Context: an optimization exercise on an open-source flow, tuned for a short achievable clock period and few clock cycles. The choices shown serve that exercise and are no tape-out recipe. The RTL was checked by simulation tests, not by an equivalence proof against the original design.

==> inputs of run a <==
==> flow/design.v (excerpt) <==
module pn_top (
    input  logic             clk,
    input  logic             rst_n,
    input  logic             in_valid,
    input  logic             mode,
    input  logic             operator,
    input  logic [2:0]       in,
    output logic             out_valid,
    output pn_pkg::pn_data_t out
);
make LEC_CHECK=0 ABC_CLOCK_PERIOD_IN_PS=2500 CAP_MARGIN=20 CORE_MARGIN=2 CORE_UTILIZATION=40 SETUP_SLACK_MARGIN=5 SLEW_MARGIN=20 finish   # period 11.0 ns
run.sh (not shown) runs the stock make flow with config.mk's settings and CLKGATE_MAP_FILE= SYNTH_SCRIPT=/design/flow/synth_recipe.tcl, a recipe that flattens the netlist after the stock synthesis.
==> run b (differences from run a) <==
--- a/flow/design.v
+++ b/flow/design.v
@@ -2366,30 +2366,27 @@
 module pn_token_buffer (
     input  logic                clk,
     input  logic                rst_n,
     input  logic                in_valid,
     input  logic                mode,
     input  logic                operator,
     input  logic [2:0]          in,
     input  pn_pkg::pn_tok_idx_t rd_idx,
-    input  logic                rd_advance,
     output logic [3:0]          token,
     output pn_pkg::pn_tok_idx_t token_count,
     output pn_pkg::pn_mode_e    frame_mode,
     output logic                frame_start,
     output logic                frame_closed
 );
     logic [3:0]          entries [pn_pkg::PN_MAX_TOKENS];
     pn_pkg::pn_tok_idx_t count_q;
     pn_pkg::pn_tok_idx_t wr_idx;
     pn_pkg::pn_mode_e    mode_q;
     logic                in_valid_q;
-    logic [3:0]          cur_q;
-    pn_pkg::pn_tok_idx_t rd_next;
     assign frame_start = in_valid && !in_valid_q;
     assign wr_idx      = frame_start ? '0 : count_q;
     always_ff @(posedge clk or negedge rst_n) begin
         if (!rst_n) begin
             in_valid_q <= 1'b0;
             count_q    <= '0;
             mode_q     <= pn_pkg::MODE_PREFIX;
         end else begin
@@ -2402,35 +2399,26 @@
             end
         end
     end
     always_ff @(posedge clk) begin
         if (in_valid) begin
             entries[wr_idx] <= {operator, in};
         end
     end
-    assign rd_next = rd_idx + pn_pkg::pn_tok_idx_t'(1);
-    always_ff @(posedge clk) begin
-        if (frame_start || rd_idx == count_q) begin
-            cur_q <= {operator, in};
-        end else if (rd_advance) begin
-            cur_q <= (rd_next == count_q) ? {operator, in} : entries[rd_next];
-        end
-    end
-    assign token        = cur_q;
+    assign token        = entries[rd_idx];
     assign token_count  = count_q;
     assign frame_mode   = mode_q;
     assign frame_closed = !in_valid || !in_valid_q;
 endmodule
 `timescale 1ns/1ps
 module pn_evaluator (
     input  logic                clk,
     input  logic                rst_n,
     output pn_pkg::pn_tok_idx_t tok_rd_idx,
-    output logic                tok_rd_advance,
     input  logic [3:0]          tok_token,
     input  pn_pkg::pn_tok_idx_t tok_token_count,
     input  pn_pkg::pn_mode_e    tok_frame_mode,
     input  logic                tok_frame_start,
     input  logic                tok_frame_closed,
     output logic                out_valid,
     output pn_pkg::pn_data_t    out
 );
@@ -2461,17 +2449,16 @@
     logic                stk_top_vld;
     logic                step;        
     logic                pf_push;     
     logic                pf_oper;     
     logic                px_push;     
     logic                px_left;     
     logic                px_lone;     
     logic                px_reduce;   
-    logic                adv;         
     assign postfix  = (tok_frame_mode == pn_pkg::MODE_POSTFIX);
     assign is_oper  = tok_token[3];
     assign tok_val  = tok_token[2:0];
     assign tok_avail = (rd_q != tok_token_count);
     assign tok_rd_idx = rd_q;
     assign last_pf = (rd_q + pn_pkg::pn_tok_idx_t'(1) == tok_token_count) && tok_frame_closed;
     assign alu_rhs = (!postfix && !casc_q) ? pn_pkg::pn_data_t'({29'd0, tok_val}) : t_q;
     assign alu_op  = postfix ? tok_val : top_op_q;
@@ -2524,19 +2511,16 @@
         if (!rst_n) begin
             mw_q <= '0;
         end else if (alu_used && need_big && mw_q != 2'd3) begin
             mw_q <= mw_q + 2'd1;
         end else begin
             mw_q <= '0;
         end
     end
-    assign adv = step && (pf_push || pf_oper || px_push || px_left || px_lone ||
-                          (px_reduce && !casc_q));
-    assign tok_rd_advance = adv;
     assign stk_push = step && (pf_push || px_push);
     assign stk_pop  = step && (pf_oper || px_reduce);
     pn_operand_stack u_stack (
         .clk       (clk),
         .rst_n     (rst_n),
         .clear     (tok_frame_start),
         .push      (stk_push),
         .pop       (stk_pop),
@@ -2554,17 +2538,18 @@
             rd_q      <= '0;
             casc_q    <= 1'b0;
             top_vld_q <= 1'b0;
         end else if (tok_frame_start) begin
             rd_q      <= '0;
             casc_q    <= 1'b0;
             top_vld_q <= 1'b0;
         end else if (step) begin
-            if (adv) begin
+            if (pf_push || pf_oper || px_push || px_left || px_lone ||
+                (px_reduce && !casc_q)) begin
                 rd_q <= rd_q + pn_pkg::pn_tok_idx_t'(1);
             end
             if (px_push) begin
                 top_vld_q <= 1'b1;
             end else if (px_reduce) begin
                 top_vld_q <= stk_top_vld;
                 casc_q    <= stk_top_vld && stk_top_hl;
             end
@@ -2629,42 +2614,39 @@
     input  logic             in_valid,
     input  logic             mode,
     input  logic             operator,
     input  logic [2:0]       in,
     output logic             out_valid,
     output pn_pkg::pn_data_t out
 );
     pn_pkg::pn_tok_idx_t tok_rd_idx;
-    logic                tok_rd_advance;
     logic [3:0]          tok_token;
     pn_pkg::pn_tok_idx_t tok_token_count;
     pn_pkg::pn_mode_e    tok_frame_mode;
     logic                tok_frame_start;
     logic                tok_frame_closed;
     pn_token_buffer u_token_buffer (
         .clk          (clk),
         .rst_n        (rst_n),
         .in_valid     (in_valid),
         .mode         (mode),
         .operator     (operator),
         .in           (in),
         .rd_idx       (tok_rd_idx),
-        .rd_advance   (tok_rd_advance),
         .token        (tok_token),
         .token_count  (tok_token_count),
         .frame_mode   (tok_frame_mode),
         .frame_start  (tok_frame_start),
         .frame_closed (tok_frame_closed)
     );
     pn_evaluator u_evaluator (
         .clk              (clk),
         .rst_n            (rst_n),
         .tok_rd_idx       (tok_rd_idx),
-        .tok_rd_advance   (tok_rd_advance),
         .tok_token        (tok_token),
         .tok_token_count  (tok_token_count),
         .tok_frame_mode   (tok_frame_mode),
         .tok_frame_start  (tok_frame_start),
         .tok_frame_closed (tok_frame_closed),
         .out_valid        (out_valid),
         .out              (out)
     );
ABC_CLOCK_PERIOD_IN_PS = not set   (was 2500)
SETUP_SLACK_MARGIN = not set   (was 5)
==> run c (differences from run a) <==
ABC_CLOCK_PERIOD_IN_PS = 1200   (was 2500)
==> flow_metrics.py <==
metrics = {
    "global_route": {
        "grt_max_degree": 182,
    },
    "floorplanning": {
        "dieWidth_um": 363.1,
        "coreArea_um2": 127700,
    },
    "status": {
        "outcome": "finished clean",
    },
    "layout": {
        "nNonClkBuffers": 100,
        "seq_cell_count": 705,
        "final_cell_mix": "526 x fa_1, 497 x inv_1, 447 x and2_1, 429 x nand2_1, 348 x edfxtp_1",
        "seq_area_um2": 17870,
    },
    "detailed_routing": {
        "met3_length_mm": 12.48,
    },
    "hold_path": {
        "hold_path_startpoint": "u_evaluator.u_bigmul.r1_5",
    },
    "synthesis": {
        "syn_area_um2": 51580,
        "ys_ff_latch": 705,
        "synth_compound_area_frac": 0.09473,
    },
    "sta": {
        "slew_headroom": 0.1092,
    },
    "worst_setup_path": {
        "critPathRequiredTime_ns": 11.43,
        "crit_chain": "mux4_2, mux2i_1, mux2i_1, buf_4, mux2_2, nand2_1, fa_1, fa_1, inv_1, ha_1, a2111oi_0, o21ai_0, a41oi_1, a21oi_1, a21oi_1, o21ai_0, o21a_1, xnor2_1, o211ai_1, o221a_2, nor2_1",
    },
}
# the run above: run b

==> flow_metrics.py <==
metrics = {
    "status": {
        "outcome": "finished clean",
    },
    "cts": {
        "ctsResizeCount": 25,
    },
    "worst_setup_path": {
        "crit_chain": "or2_1, buf_12, nand2_1, inv_1, nand2_1, fa_1, fa_1, inv_1, ha_1, nand4_1, nor4_2, nand3_1, a21oi_1, nor3_1, xnor2_1, a32o_1, o21ai_2, o2111a_1, nor2_1",
    },
    "synthesis": {
        "syn_area_um2": 52440,
        "synth_compound_area_frac": 0.09407,
    },
    "floorplanning": {
        "coreArea_um2": 129800,
        "dieWidth_um": 366.1,
    },
    "placed_design": {
        "io_buffer_count": 40,
    },
    "layout": {
        "final_cell_mix": "538 x inv_1, 526 x fa_1, 486 x nand2_1, 449 x and2_1, 352 x edfxtp_1",
        "seq_cell_count": 709,
        "multiInputGateArea_um2": 31760,
    },
    "hold_path": {
        "hold_path_startpoint": "u_evaluator.u_bigmul.r1_2",
    },
    "sta": {
        "slew_headroom": 0.1865,
    },
    "global_route": {
        "grt_max_degree": 160,
    },
}
# the run above: run c

==> flow_metrics.py <==
metrics = {
    "sta": {
        "slew_headroom": 0.1865,
    },
    "layout": {
        "final_cell_mix": "538 x inv_1, 526 x fa_1, 486 x nand2_1, 449 x and2_1, 352 x edfxtp_1",
        "nNonClkBuffers": 117,
    },
    "synthesis": {
        "syn_area_um2": 52440,
    },
    "status": {
        "outcome": "finished clean",
    },
    "global_route": {
        "grt_max_degree": 160,
    },
    "floorplanning": {
        "dieWidth_um": 366.1,
    },
    "detailed_routing": {
        "met3_length_mm": 13.11,
    },
    "hold_path": {
        "hold_path_startpoint": "u_evaluator.u_bigmul.r1_2",
    },
}
# the run above: run a

Testbench counts of run a, summed over its fixed seeds: cycles 5,459.
Testbench counts of run b, summed over its fixed seeds: cycles 5,459.
Testbench counts of run c, summed over its fixed seeds: cycles 5,459.

==> run Y: inputs <==
Another version of the RTL of pn_top (not shown whole).
Settings: LEC_CHECK=0, ABC_CLOCK_PERIOD_IN_PS=1500, CAP_MARGIN=20, CORE_MARGIN=2, CORE_UTILIZATION=40, SLEW_MARGIN=20, TNS_END_PERCENT=5; clock period 11.0 ns.
standard.sh (not shown) runs the stock make flow with config.mk's settings and CLKGATE_MAP_FILE= SYNTH_SCRIPT=/design/flow/synth_recipe.tcl, a recipe that flattens the netlist after the stock synthesis.
==> flow/flow/run.sh <==
#!/bin/bash
set -o pipefail
export SETUP_SLACK_MARGIN=${PN_SETUP_MARGIN:-7.6}
bash standard.sh > standard.log 2>&1
==> run A: changes against run Y <==
--- a/flow/design.v
+++ b/flow/design.v
@@ -93,28 +93,57 @@
 module pn_alu_small #(
     parameter int W = pn_pkg::PN_DATA_W
 ) (
     input  pn_pkg::pn_data_t lhs,
     input  logic [3:0]       op_oh,
     input  logic [2:0]       val,
     output pn_pkg::pn_data_t result
 );
+    localparam int U = W - 3;
     logic [W-1:0]   a;
+    logic [U-1:0]   hi, hi_p, hi_m;
+    logic [W-1:0]   a3, a5, a7;
     logic [8*W-1:0] c_add, c_sub, c_mul, c_abs;
     logic [W-1:0]   r_add, r_sub, r_mul, r_abs;
-    assign a = lhs;
+    assign a    = lhs;
+    assign hi   = a[W-1:3];
+    assign hi_p = hi + 1'b1;
+    assign hi_m = hi - 1'b1;
+    assign a3 = a + {a[W-2:0], 1'b0};
+    assign a5 = a + {a[W-3:0], 2'b0};
+    assign a7 = {a[W-4:0], 3'b0} - a;
     for (genvar v = 0; v < 8; v++) begin : g_val
-        localparam logic [W-1:0] VW = v;
-        localparam logic [W-1:0] VN = 1 - v;
-        logic [W-1:0] ra, rb, s, d, ns, m;
-        assign s  = a + VW;
-        assign d  = a - VW;
-        assign ns = (~a) + VN;
-        pn_mul3 u_mul (.big(a), .sm(VW[2:0]), .prod(m));
+        localparam logic [3:0] V4 = v;
+        localparam logic [4:0] N5 = 5'(1 - v);
+        logic [3:0]   ls, ld;
+        logic [4:0]   ln;
+        logic [W-1:0] s, d, ns, m;
+        assign ls = {1'b0, a[2:0]} + V4;
+        assign s  = {ls[3] ? hi_p : hi, ls[2:0]};
+        assign ld = {1'b0, a[2:0]} - V4;
+        assign d  = {ld[3] ? hi_m : hi, ld[2:0]};
+        assign ln = {2'b00, ~a[2:0]} + N5;
+        always_comb begin
+            case (ln[4:3])
+                2'b01:   ns = {~hi_m, ln[2:0]};
+                2'b11:   ns = {~hi_p, ln[2:0]};
+                default: ns = {~hi, ln[2:0]};
+            endcase
+        end
+        case (v)
+            0:       assign m = '0;
+            1:       assign m = a;
+            2:       assign m = {a[W-2:0], 1'b0};
+            3:       assign m = a3;
+            4:       assign m = {a[W-3:0], 2'b0};
+            5:       assign m = a5;
+            6:       assign m = {a3[W-2:0], 1'b0};
+            default: assign m = a7;
+        endcase
         assign c_add[v*W +: W] = s;
         assign c_sub[v*W +: W] = d;
         assign c_mul[v*W +: W] = m;
         assign c_abs[v*W +: W] = s[W-1] ? ns : s;
     end
     assign r_add = c_add[val*W +: W];
     assign r_sub = c_sub[val*W +: W];
     assign r_mul = c_mul[val*W +: W];
@@ -1397,34 +1426,44 @@
     input  logic                rst_n,
     input  logic                in_valid,
     input  logic                mode,
     input  logic                operator,
     input  logic [2:0]          in,
     input  logic                rd_advance,   
     input  logic                frame_done,   
     output logic [3:0]          token,
+    output logic [3:0]          token_op_oh,  
     output logic                token_avail,
     output logic                bypass,       
     output pn_pkg::pn_tok_idx_t token_count,  
     output logic                last_token,   
     output logic                frame_active,
     output logic                frame_closed,
     output pn_pkg::pn_mode_e    frame_mode
 );
     logic [3:0]          entries [pn_pkg::PN_MAX_TOKENS];
     pn_pkg::pn_tok_idx_t count_q;
     pn_pkg::pn_tok_idx_t rd_q;
     pn_pkg::pn_tok_idx_t rd_p1;
     pn_pkg::pn_mode_e    mode_q;
     logic                closed_q;
     logic [3:0]          cur_q;
+    logic [3:0]          cur_oh_q;
+    logic [3:0]          in_oh, next_oh;
     logic [3:0]          in_tok;
     logic                first;
     assign in_tok = {operator, in};
+    function automatic logic [3:0] op_onehot(input logic [2:0] code);
+        op_onehot = {code == pn_pkg::OP_ABS_SUM, code == pn_pkg::OP_MUL,
+                     code == pn_pkg::OP_SUB,
+                     code != pn_pkg::OP_ABS_SUM && code != pn_pkg::OP_MUL &&
+                     code != pn_pkg::OP_SUB};
+    endfunction
+    assign in_oh = op_onehot(in);
     assign first  = (count_q == '0);
     assign rd_p1  = rd_q + pn_pkg::pn_tok_idx_t'(1);
     assign bypass = (rd_q == count_q);
     always_ff @(posedge clk or negedge rst_n) begin
         if (!rst_n) begin
             count_q  <= '0;
             rd_q     <= '0;
             closed_q <= 1'b0;
@@ -1447,36 +1486,40 @@
             end
         end
     end
     always_ff @(posedge clk) begin
         if (in_valid) begin
             entries[count_q] <= in_tok;
         end
         if (rd_advance) begin
-            cur_q <= (rd_p1 == count_q) ? in_tok : entries[rd_p1];
+            cur_q    <= (rd_p1 == count_q) ? in_tok : entries[rd_p1];
+            cur_oh_q <= (rd_p1 == count_q) ? in_oh : op_onehot(entries[rd_p1][2:0]);
         end else if (bypass) begin
-            cur_q <= in_tok;
+            cur_q    <= in_tok;
+            cur_oh_q <= in_oh;
         end
     end
     assign token        = bypass ? in_tok : cur_q;
+    assign token_op_oh  = bypass ? in_oh : cur_oh_q;
     assign token_avail  = bypass ? in_valid : 1'b1;
     assign token_count  = count_q;
     assign frame_active = !first;
     assign frame_closed = closed_q || !in_valid;
     assign frame_mode   = first ? pn_pkg::pn_mode_e'(mode) : mode_q;
     assign last_token   = bypass ? (count_q == pn_pkg::pn_tok_idx_t'(14))
                                  : (rd_p1 == count_q &&
                                     (frame_closed || count_q == pn_pkg::pn_tok_idx_t'(15)));
 endmodule
 `timescale 1ns/1ps
 module pn_evaluator (
     input  logic                clk,
     input  logic                rst_n,
     input  logic [3:0]          tok_token,
+    input  logic [3:0]          tok_op_oh,
     input  logic                tok_avail,
     input  logic                tok_last,
     input  logic                tok_frame_active,
     input  logic                tok_frame_closed,
     input  pn_pkg::pn_mode_e    tok_frame_mode,
     output logic                tok_rd_advance,
     output logic                tok_frame_done,
     output logic                out_valid,
@@ -1522,17 +1565,17 @@
     assign tok_data = pn_pkg::pn_data_t'({{(pn_pkg::PN_DATA_W-3){1'b0}}, tok_val});
     function automatic logic [3:0] op_onehot(input logic [2:0] code);
         op_onehot = {code == pn_pkg::OP_ABS_SUM, code == pn_pkg::OP_MUL,
                      code == pn_pkg::OP_SUB,
                      code != pn_pkg::OP_ABS_SUM && code != pn_pkg::OP_MUL &&
                      code != pn_pkg::OP_SUB};
     endfunction
     logic [3:0] alu_oh;
-    assign alu_oh = postfix ? op_onehot(tok_val) : top_oh_q;
+    assign alu_oh = postfix ? tok_op_oh : top_oh_q;
     pn_alu u_alu (
         .lhs      (n_q),
         .rhs      (t_q),
         .op_oh    (alu_oh),
         .big_s    (big_s),
         .big_c    (big_c),
         .result   (alu_res),
         .need_big (need_big)
@@ -1705,16 +1748,17 @@
     input  logic             in_valid,
     input  logic             mode,
     input  logic             operator,
     input  logic [2:0]       in,
     output logic             out_valid,
     output pn_pkg::pn_word_t out
 );
     logic [3:0]          tok_token;
+    logic [3:0]          tok_op_oh;
     logic                tok_avail;
     logic                tok_bypass;
     pn_pkg::pn_tok_idx_t tok_count;
     logic                tok_last;
     logic                tok_frame_active;
     logic                tok_frame_closed;
     pn_pkg::pn_mode_e    tok_frame_mode;
     logic                tok_rd_advance;
@@ -1724,28 +1768,30 @@
         .rst_n        (rst_n),
         .in_valid     (in_valid),
         .mode         (mode),
         .operator     (operator),
         .in           (in),
         .rd_advance   (tok_rd_advance),
         .frame_done   (tok_frame_done),
         .token        (tok_token),
+        .token_op_oh  (tok_op_oh),
         .token_avail  (tok_avail),
         .bypass       (tok_bypass),
         .token_count  (tok_count),
         .last_token   (tok_last),
         .frame_active (tok_frame_active),
         .frame_closed (tok_frame_closed),
         .frame_mode   (tok_frame_mode)
     );
     pn_evaluator u_evaluator (
         .clk              (clk),
         .rst_n            (rst_n),
         .tok_token        (tok_token),
+        .tok_op_oh        (tok_op_oh),
         .tok_avail        (tok_avail),
         .tok_last         (tok_last),
         .tok_frame_active (tok_frame_active),
         .tok_frame_closed (tok_frame_closed),
         .tok_frame_mode   (tok_frame_mode),
         .tok_rd_advance   (tok_rd_advance),
         .tok_frame_done   (tok_frame_done),
         .out_valid        (out_valid),
==> results.txt <==
item	run Y	run A
Pin count of the biggest net entering global routing	108	85
Instance count of the mapped netlist	5781	6136
Iteration-0 DRC count of the detailed router	8036	7866
Count of cells along the worst register-to-register path	13	18
Number of fill cells in the layout	11600	12000
Clk_buf instances	80	65
Clock Latency Late Sink	0.71 ns	0.66 ns
Share of synthesized registers carrying an async set or reset	8.24%	8.18%
Proportion of netlist area held by the largest area contributor	19.0%	18.2%
CORE AREA	122000 um2	128000 um2
Run status	finished clean	finished clean
Xor/xnor share of the synthesized area	6.39%	6.70%
Share of the final layout cell area in multi-input gates	58.6%	58.7%
Combined area of the multi-input logic cells	34200 um2	37100 um2
Final routed wirelength across all metal layers	215000 um	250000 um
Avg Synthesized Cell Area	8.53 um2	8.41 um2
Testbench counts of run Y, summed over its fixed seeds: cycles 5,191.
Testbench counts of run A, summed over its fixed seeds: cycles 5,191.

## what the ideal ports hide
In the flow no input, the clock included, has a driving cell. The finished layouts below were timed again as built, in two steps.
Step 1: set_driving_cell puts a clkbuf_16 on clk and a buf_2 on each other input, an assumption about the parent block.
Step 2, shift: input delay + t, output delay - t, t = (earliest + latest rising clock arrival at the registers) / 2. This alone moves slack from input paths to output paths.
Slacks: no drivers / after step 1 / after step 2; pairs: no drivers / after step 1.
| run | t, ns | slack for setup (ns) | worst setup path after step 2 | worst register clock-pin slew, ns |
|---|---|---|---|---|
| run a of note 1 | 0.772 | 5.099 / 5.099 / 5.099 | register to register | 0.07 / 0.07 |
| run b of note 1 | 0.772 | 3.685 / 3.685 / 3.685 | register to register | 0.07 / 0.07 |
| run c of note 1 | 0.772 | 5.099 / 5.099 / 5.099 | register to register | 0.07 / 0.07 |
| run Y of note 2 | 0.755 | 6.429 / 6.429 / 5.729 | input to register | 0.08 / 0.08 |
| run A of note 2 | 0.717 | 6.534 / 6.527 / 5.810 | input to register | 0.08 / 0.08 |
After both steps every run listed still meets setup and hold. For run A of note 2, which loses most, drivers alone change the setup slack by -0.007 ns; drivers and shift together by -0.724 ns.
